This is an optimization exercise on Yosys and OpenROAD, whose aim is small area, a short achievable clock period and few clock cycles per item, not a production implementation. At most, simulation tests tie the RTL to the original design; equivalence was not proved. Power and IR drop assume default switching activity.

// execTop
module execTop (
	input logic clk,
	input logic rst,
	input logic start,
	input logic [2:0] op,  
	input logic [31:0] opA,
	input logic [31:0] opB,
	output logic [31:0] result,
	output logic neq,
	output logic lt,
	output logic done,
	output logic busy
);
Size: about 0.016 mm2 of cells after synthesis.
==> flow/config.mk <==
export PLATFORM = sky130hd
export DESIGN_NAME = execTop
export DESIGN_NICKNAME = execTop
export VERILOG_FILES = /design/flow/design.v
export SDC_FILE = /design/flow/constraint.sdc
export NUM_CORES = 4
export LEC_CHECK = 0
export ABC_AREA = 1
export CAP_MARGIN = 20
export CORE_MARGIN = 2
export CORE_UTILIZATION = 40
export SETUP_SLACK_MARGIN = 3.0
export SLEW_MARGIN = 20
==> flow/constraint.sdc <==
create_clock -name core_clock -period 6.0 [get_ports {clk}]
set_input_delay 1.2000 -clock core_clock [delete_from_list [all_inputs] [get_ports {clk}]]
set_output_delay 1.2000 -clock core_clock [all_outputs]
set_load 0.01 [all_outputs]
run.sh (not shown) runs the stock make flow with config.mk's settings and CLKGATE_MAP_FILE= SYNTH_SCRIPT=/design/flow/synth_recipe.tcl, a recipe that flattens the netlist after the stock synthesis.
The baseline went through all stages and came out clean.
Testbench counts at the start, summed over its fixed seeds: cycles 15,655, ops 12,000.
Change:
Settings changed: CTS_BUF_LIST set to sky130_fd_sc_hd__clkbuf_8.
=> The changed run finished clean; register-to-register slack got worse by 0.03 ns; die area is unchanged; final cell count stays flat; wire length stays flat; cell area drops by 0.46%.

---

== job 5073 ==
Another version of the RTL of execTop (not shown whole).
Size: roughly 180 flip-flops, roughly 110 I/O pins.
clock: 6.0 ns
lec_check: 0
abc_area: 1
cap_margin: 20
core_margin: 2
core_utilization: 40
setup_slack_margin: 3.6
slew_margin: 20
Job 5073 | stages: all done | timing, DRC, antenna: all pass
Testbench counts of job 5073, summed over its fixed seeds: cycles 15,655, ops 12,000.
For job 7225, these inputs were changed with respect to job 5073:
# job 5073
export LEC_CHECK = 0
export ABC_AREA = 1
export CAP_MARGIN = 20
export CORE_MARGIN = 2
export CORE_UTILIZATION = 40
export SETUP_SLACK_MARGIN = 3.6
export SLEW_MARGIN = 20
create_clock -name core_clock -period 6.0 [get_ports {clk}]
# job 7225
export LEC_CHECK = 0
export ABC_AREA = 1
export CAP_MARGIN = 20
export CORE_MARGIN = 2
export CORE_UTILIZATION = 40
export SETUP_SLACK_MARGIN = 3.0
export SLEW_MARGIN = 20
create_clock -name core_clock -period 6.0 [get_ports {clk}]
### Flow results
Going from job 5073 to job 7225, total of clock buffers placed in the layout grows by 3. In the final reports, the cell area of job 7225 is smaller than that of job 5073. Slew at the pin with the worst max-slew slack ended up 0.055 ns lower on job 7225 than on job 5073. Wire length (job 7225 over job 5073): decrease, about 7%. [compare] base=job 5073 new=job 7225: fraction of area in multi-input gates higher; met3 routing resource usage after global routing shows a reduction of 0.94 points; internal power of the cells now sits lower; reported clock group power flat; wire length of the first global-routing pass shrank by 5.4%. Lower portion of total power attributed to combinational logic was reported by job 7225, not job 5073.
diff inputs: job 7225 => job 4626
# job 7225
export LEC_CHECK = 0
export ABC_AREA = 1
export CAP_MARGIN = 20
export CORE_MARGIN = 2
export CORE_UTILIZATION = 40
export SETUP_SLACK_MARGIN = 3.0
export SLEW_MARGIN = 20
create_clock -name core_clock -period 6.0 [get_ports {clk}]
# job 4626
export LEC_CHECK = 0
export CAP_MARGIN = 20
export CORE_MARGIN = 2
export CORE_UTILIZATION = 40
export SETUP_SLACK_MARGIN = 3.0
export SLEW_MARGIN = 20
create_clock -name core_clock -period 6.0 [get_ports {clk}]
## What came out
Delta (job 4626 minus job 7225): number of distinct library cell variants in the gate-level netlist after synthesis has increased; wire length of the first global-routing pass decreased about 7%.
Compared with job 7225, job 4626 ends up with more cell area.
Taking job 7225 over job 4626, the sequential power ratio works out to 0.940.
The number of buffers created by CTS was comparable across job 7225 and job 4626.
Job 4626 against job 7225; total net switching power is up by a little under 10%.
Job 4626 against job 7225: number of cells on the worst reg-to-reg path shows an increase of 1, DRC violation total after the first TritonRoute iteration shows an increase of 11%, flip-flop and latch share of the layout cell area shows a reduction of 0.43 points, number of setup buffers added after CTS shows a reduction of 8.
What job 3497 does differently from job 4626 at the input level:
# job 4626
export LEC_CHECK = 0
export CAP_MARGIN = 20
export CORE_MARGIN = 2
export CORE_UTILIZATION = 40
export SETUP_SLACK_MARGIN = 3.0
export SLEW_MARGIN = 20
create_clock -name core_clock -period 6.0 [get_ports {clk}]
# job 3497
export LEC_CHECK = 0
export ABC_AREA = 1
export CAP_MARGIN = 20
export CORE_MARGIN = 2
export CORE_UTILIZATION = 40
export SETUP_SLACK_MARGIN = 3.1
export SLEW_MARGIN = 20
export TNS_END_PERCENT = 5
create_clock -name core_clock -period 6.0 [get_ports {clk}]
==> comparison <==
- Job 3497 vs. job 4626: cell count climbed 400; routed wire length climbed 6.0%.
- Clock skew: job 4626 vs job 3497 — no meaningful difference
- Compare job 4626 and job 3497 | minimum clock period after layout higher: job 4626
- Re critical path depth: job 4626 and job 3497 aren't equal, and the lower value belongs to job 3497.
- [job 3497] global routing usage on met1 rose 1.3 points relative to job 4626
- Power (higher): job 4626

---

execTop with an RTL version that a note above also has.
For scale: ~2200 cells after synthesis.
export LEC_CHECK = 0
export ABC_AREA = 1
export CAP_MARGIN = 20
export CORE_MARGIN = 2
export CORE_UTILIZATION = 40
export GPL_ROUTABILITY_DRIVEN = 0
export SETUP_SLACK_MARGIN = 3.0
export SLEW_MARGIN = 20
create_clock -name core_clock -period 6.0 [get_ports {clk}]
The baseline ran to the end with no violations.
Testbench counts at the start, summed over its fixed seeds: cycles 15,655, ops 12,000.
Change:
- GPL_ROUTABILITY_DRIVEN: 0 -> not set
- SETUP_SLACK_MARGIN: 3.0 -> 3.1
After rerunning: The changed run went through all stages and came out clean; clock power came out higher by about 8%; global-route usage went up by 1.6 points; power rises by 2.2%; count of clock-buffer cells in the layout stays the same; combinational power goes up by about 1%; first-iteration DRC count drops by 9.0%; worst setup slack is worse by 0.0088 ns; sequential power hardly moves; cell count climbs by about 0.32%; die area is unchanged; wire length rose by about 4.6%.
Change:
- GPL_TIMING_DRIVEN: not set -> 0
- SETUP_SLACK_MARGIN: 3.1 -> 3.0
The new run produced a clean layout.
Area after synthesis stays the same.
Via count is higher by 2.3%.
Clock skew is higher by 0.015 ns.
Change:
- CTS_BUF_LIST: not set -> sky130_fd_sc_hd__clkbuf_4 sky130_fd_sc_hd__clkbuf_8
- GPL_TIMING_DRIVEN: 0 -> not set
Effect: Fmax came out higher by 0.69%; worst setup slack gains 0.021 ns; die area stays the same; clock-buffer cell count shrinks by 1.

---

Another version of the RTL of execTop (not shown whole).
For scale: about 180 flip-flops, ~0.017 mm2 of cells after synthesis.
export LEC_CHECK = 0
export ABC_AREA = 1
export CAP_MARGIN = 20
export CORE_MARGIN = 2
export CORE_UTILIZATION = 40
export CTS_BUF_LIST = sky130_fd_sc_hd__clkbuf_4 sky130_fd_sc_hd__clkbuf_8
export SETUP_SLACK_MARGIN = 3.0
export SLEW_MARGIN = 20
create_clock -name core_clock -period 6.0 [get_ports {clk}]
Testbench counts at the start, summed over its fixed seeds: cycles 15,655, ops 12,000.
Next try:
CTS_BUF_LIST = default   (was sky130_fd_sc_hd__clkbuf_4 sky130_fd_sc_hd__clkbuf_8)
What happened: Non-clock buffer count stays the same. Wire length is about the same. Global-route usage barely changes. Hold slack degrades by 5.6 ps. Synthesized cell count stays the same. Flip-flop and latch count does not change. Via count is higher slightly. First-iteration DRC count is lower by a few percent.
Next try:
SETUP_SLACK_MARGIN = 2.9   (was 3.0)
What happened: Final cell count came out lower by about 0.8%; setup slack gets worse by 46 ps; area after synthesis is unchanged; design area came out lower by about 1.4%; power came out lower by about 0.7%; utilization came out lower by 0.65 points; worst hold slack gets better by 3.2 ps; sequential share of layout area came out higher by 0.15 points; routed wire length came out lower by 1.3%; clock power is about the same; global-route usage came out lower by 0.28 points.
Next try:
CTS_BUF_LIST = sky130_fd_sc_hd__clkbuf_4 sky130_fd_sc_hd__clkbuf_8   (was default)
SETUP_SLACK_MARGIN = 3.1   (was 2.9)
The new run finished with timing, DRC and antenna clean.
Power shrinks by about 4%.
Design area grows by about 2.6%.
Non-clock buffer count grows by 39.
Synthesized area does not change.
Setup slack gains 110 ps.
Sequential share of layout area shrinks by 0.13 points.

---

## v42
execTop with an RTL version that a note above also has.
Size in the first run: about 2300 cells after synthesis, about 180 flip-flops, about 110 I/O pins, about 0.017 sq mm of cells after synthesis.
==> flow/config.mk <==
export PLATFORM = sky130hd
export DESIGN_NAME = execTop
export DESIGN_NICKNAME = execTop
export VERILOG_FILES = /design/flow/design.v
export SDC_FILE = /design/flow/constraint.sdc
export NUM_CORES = 4
export LEC_CHECK = 0
export ABC_AREA = 1
export CAP_MARGIN = 20
export CORE_MARGIN = 2
export CORE_UTILIZATION = 40
export SETUP_SLACK_MARGIN = 2.6
export SLEW_MARGIN = 20
==> flow/constraint.sdc <==
create_clock -name core_clock -period 6.0 [get_ports {clk}]
set_input_delay 1.2000 -clock core_clock [delete_from_list [all_inputs] [get_ports {clk}]]
set_output_delay 1.2000 -clock core_clock [all_outputs]
set_load 0.01 [all_outputs]
v42 completed; timing, DRC and antenna clean
Testbench counts of v42, summed over its fixed seeds: cycles 15,655, ops 12,000.
diff inputs: v42 => v21
# v42
export LEC_CHECK = 0
export ABC_AREA = 1
export CAP_MARGIN = 20
export CORE_MARGIN = 2
export CORE_UTILIZATION = 40
export SETUP_SLACK_MARGIN = 2.6
export SLEW_MARGIN = 20
create_clock -name core_clock -period 6.0 [get_ports {clk}]
# v21
export LEC_CHECK = 0
export ABC_AREA = 1
export CAP_MARGIN = 20
export CORE_MARGIN = 2
export CORE_UTILIZATION = 40
export CTS_CLUSTER_DIAMETER = 100
export CTS_CLUSTER_SIZE = 40
export SETUP_SLACK_MARGIN = 3.0
export SLEW_MARGIN = 20
create_clock -name core_clock -period 6.0 [get_ports {clk}]
Findings:
v42 -> v21: first-iteration DRC count increased by a few percent. Number of antenna violations at the first check in global routing in v21 is 2 lower than in v42. Re share of post-route cells with drive strength above 1: v21 is 4.0 points up on v42. The final reports for v21 and v42 show global-route total usage across every layer higher in the former. Diff v42 -> v21: met1 global-route usage increased 1.2 points; design area increased 660 sq um. The total inserted antenna cells was comparable across v21 and v42. The estimated power of v21 ends up higher than the estimate for v42. v42 leaves less setup margin than v21.
Input-level comparison between v47 and v21:
# v21
export LEC_CHECK = 0
export ABC_AREA = 1
export CAP_MARGIN = 20
export CORE_MARGIN = 2
export CORE_UTILIZATION = 40
export CTS_CLUSTER_DIAMETER = 100
export CTS_CLUSTER_SIZE = 40
export SETUP_SLACK_MARGIN = 3.0
export SLEW_MARGIN = 20
create_clock -name core_clock -period 6.0 [get_ports {clk}]
# v47
export LEC_CHECK = 0
export ABC_AREA = 1
export CAP_MARGIN = 20
export CORE_MARGIN = 2
export CORE_UTILIZATION = 40
export CTS_BUF_LIST = sky130_fd_sc_hd__clkbuf_4 sky130_fd_sc_hd__clkbuf_8
export PLACE_DENSITY = 0.75
export SETUP_SLACK_MARGIN = 3.0
export SLEW_MARGIN = 20
create_clock -name core_clock -period 6.0 [get_ports {clk}]
Results
Final hold slack ended up 0.015 ns higher on v47 than on v21.
From v21 to v47, sequential cell count did not move at all.
Core utilization essentially unchanged between v21 and v47.
Critical path startpoint = control.latA[28]$_DFF_P_: v21; critical path startpoint = control.digOne[3]$_DFF_P_: v47
v47 vs. v21: first-pass GRT wire length fell 1900 microns, worst slack at placement went up, slew at the pin closest to its max-slew limit shows an increase of 0.054 ns.
In v47, final cell count without fillers is higher than in v21.
| minimum clock period | v47 vs v21 | ≈ equal |
Here is what was changed in the inputs of v7 compared with v47.
# v47
export LEC_CHECK = 0
export ABC_AREA = 1
export CAP_MARGIN = 20
export CORE_MARGIN = 2
export CORE_UTILIZATION = 40
export CTS_BUF_LIST = sky130_fd_sc_hd__clkbuf_4 sky130_fd_sc_hd__clkbuf_8
export PLACE_DENSITY = 0.75
export SETUP_SLACK_MARGIN = 3.0
export SLEW_MARGIN = 20
create_clock -name core_clock -period 6.0 [get_ports {clk}]
# v7
export LEC_CHECK = 0
export ABC_AREA = 1
export CAP_MARGIN = 20
export CORE_MARGIN = 2
export CORE_UTILIZATION = 55
export SETUP_SLACK_MARGIN = 3.0
export SLEW_MARGIN = 20
create_clock -name core_clock -period 6.0 [get_ports {clk}]
--- outcome ---
A first element of the critical path of control.latA[4]$_SDFF_PP0_ is what v7 shows, while control.digOne[3]$_DFF_P_ belongs to v47.
Delta (v7 minus v47): share of layout cells above drive strength 1 fell 0.77 points, antenna diode instance count fell 1.
The run showing the smaller total non-filler cell area in the finished layout is v7.
Here is what was changed in the inputs of v14 compared with v7.
# v7
export LEC_CHECK = 0
export ABC_AREA = 1
export CAP_MARGIN = 20
export CORE_MARGIN = 2
export CORE_UTILIZATION = 55
export SETUP_SLACK_MARGIN = 3.0
export SLEW_MARGIN = 20
create_clock -name core_clock -period 6.0 [get_ports {clk}]
# v14
export LEC_CHECK = 0
export ABC_AREA = 1
export CAP_MARGIN = 20
export CORE_MARGIN = 2
export CORE_UTILIZATION = 40
export SETUP_SLACK_MARGIN = 3.0
export SLEW_MARGIN = 20
export TNS_END_PERCENT = 5
create_clock -name core_clock -period 6.0 [get_ports {clk}]
==> comparison <==
Sort v7 and v14 by layout net count asc -> top: v14
v14 vs v7 on routed length on met1: v14 is the higher one.
v14 — combinational power share 0.2 points higher, v7 as reference
Per the final summary, v14 finished and its layout is clean on timing, DRC and antenna.
Area growth from synthesis to final layout: v14 < v7
Taking v7 as the reference, in v14 area of the multi-input gates barely changed, routed wire length climbed 2100 microns, number of placement rows climbed about 17%, global-route usage dropped 9.0 points.
On clock skew, v7 and v14 are neck and neck.

---

## run A
Starting RTL as in the previous note.
Settings: LEC_CHECK=0, ABC_AREA=1, CAP_MARGIN=10, CORE_MARGIN=2, CORE_UTILIZATION=40, SETUP_SLACK_MARGIN=3.0, SLEW_MARGIN=10; clock period 6.0 ns.
Run A: full flow OK, the timing, design-rule and antenna checks passed
Testbench counts of run A, summed over its fixed seeds: cycles 15,655, ops 12,000.
[inputs] run B vs run A
- swapping 3.0 for 3.3 in SETUP_SLACK_MARGIN
- swapping 10 for 20 in SLEW_MARGIN
- swapping 10 for 20 in CAP_MARGIN
## What came out
Against run A, run B comes in 5.1% higher on overall power after layout.
Compared with run A, run B shows setup slack after layout higher by 0.15 ns.
The multi-input combinational gate total was comparable across run B and run A.
Compared with run A, in run B simple-gate share of the synthesized area now sits at about the same level, final core area utilization now sits higher.
After detailed routing, run A needs less wire than run B.
The wire length of the first global-routing pass of run B was inferior to that of run A.
Run B vs run A, worst hold slack went down by 0.019 ns.
The minimum setup slack after placement of run B exceeds that of run A by 0.068 ns.
#### Input delta (run C over run B)
- SETUP_SLACK_MARGIN no longer set, was 3.3
--- outcome ---
Run C finished end to end and its layout was clean on timing, DRC and antenna.
The worst setup path startpoint comes out control.digTwo[2]$_DFF_P_ in one run and control.latA[22]$_DFF_P_ in the other, namely in run C and run B respectively.
Run B → run C: power after layout -380 µW; arrival time of the worst setup path up 0.80 ns; period utilization went up; first-pass GRT wire length now smaller.
| met1 track demand over resource | higher: run B |
Run C ends up with a number of buffers and inverters on the critical path that is 1 lower than in run B.
Total of plain and repair buffers excluding clock buffers sits lower in run C than in run B.
Summary of run C over run B: wire length on met2 now sits lower, wire length fell by 7.6%.

---

== run 1 ==
execTop, a different RTL version from the one above (not shown whole).
Size: ~2000 cells after synthesis, ~180 flip-flops, roughly 110 I/O pins, roughly 0.017 mm^2 of cells after synthesis.
Settings: LEC_CHECK=0, CAP_MARGIN=20, CORE_MARGIN=2, CORE_UTILIZATION=40, SLEW_MARGIN=20; clock period 6.0 ns.
Input-level comparison between run 2 and run 1:
--- a/flow/config.mk
+++ b/flow/config.mk
@@ -7,2 +7,3 @@
 export LEC_CHECK = 0
+export ABC_AREA = 1
 export CAP_MARGIN = 20
Results
- Sum of met2 wire segment lengths after detailed routing, run 2 vs run 1: down by a few percent
- Across both runs, part of the total power dissipated in sequential elements was lower for run 2 than for run 1.
- The proportion of layout cells with a drive suffix above 1 number comes out higher for run 1 vs run 2.
- Density: run 2 denser than run 1
Function was not checked in any run of this note: the RTL went through the layout flow alone.

## what the ideal ports hide
How much do the figures lean on ideal ports? The routed layouts below were timed once more, with nothing changed but the port constraints. Step 1, drivers: a clkbuf_16 drives clk and a buf_2 each remaining input, both assumed. Step 2, shift: input delay + t, output delay - t, t = (earliest + latest rising clock arrival at the registers) / 2. This alone moves slack from input paths to output paths. a / b / c = ideal / step 1 / step 2; a / b = the first two.
run	t (ns)	setup slack, ns	worst slew at a driven data input, ns	cell pins on the clock port's net
the first run of note 1	0.528	3.030 / 3.030 / 2.623	0.04	1
the second run of note 1	0.583	3.005 / 3.005 / 2.608	0.04	1
job 5073	0.563	3.182 / 3.182 / 3.056	0.05	1
job 7225	0.554	3.046 / 3.046 / 2.625	0.04	1
job 4626	0.520	3.006 / 3.000 / 2.741	0.04	1
job 3497	0.564	3.033 / 3.033 / 2.692	0.06	1
the first run of note 3	0.522	3.032 / 3.032 / 2.564	0.04	1
the second run of note 3	0.528	3.023 / 3.023 / 2.691	0.04	1
the third run of note 3	0.559	2.984 / 2.984 / 2.508	0.07	1
the fourth run of note 3	0.583	3.005 / 3.005 / 2.608	0.04	1
the first run of note 4	0.590	3.051 / 3.024 / 2.607	0.04	1
the second run of note 4	0.530	3.037 / 3.020 / 2.597	0.05	1
the third run of note 4	0.533	2.991 / 2.964 / 2.613	0.04	1
the fourth run of note 4	0.600	3.101 / 3.101 / 2.664	0.05	1
v42	0.553	2.708 / 2.708 / 2.672	0.04	1
v21	0.554	3.046 / 3.046 / 2.625	0.04	1
v47	0.560	3.045 / 3.045 / 2.774	0.05	1
v7	0.524	2.992 / 2.992 / 2.992	0.05	1
v14	0.555	2.823 / 2.823 / 2.675	0.04	1
run A	0.554	3.046 / 3.046 / 2.625	0.04	1
run B	0.557	3.194 / 3.194 / 3.076	0.05	1
run C	0.561	2.379 / 2.379 / 2.379	0.04	1
run 1	0.528	1.618 / 1.563 / 1.794	0.04	1
run 2	0.543	1.868 / 1.810 / 2.309	0.06	1
After both steps setup and hold are still met in every run listed. For the third run of note 3, which loses most, drivers alone change the setup slack by 0.000 ns; drivers and shift together by -0.476 ns.
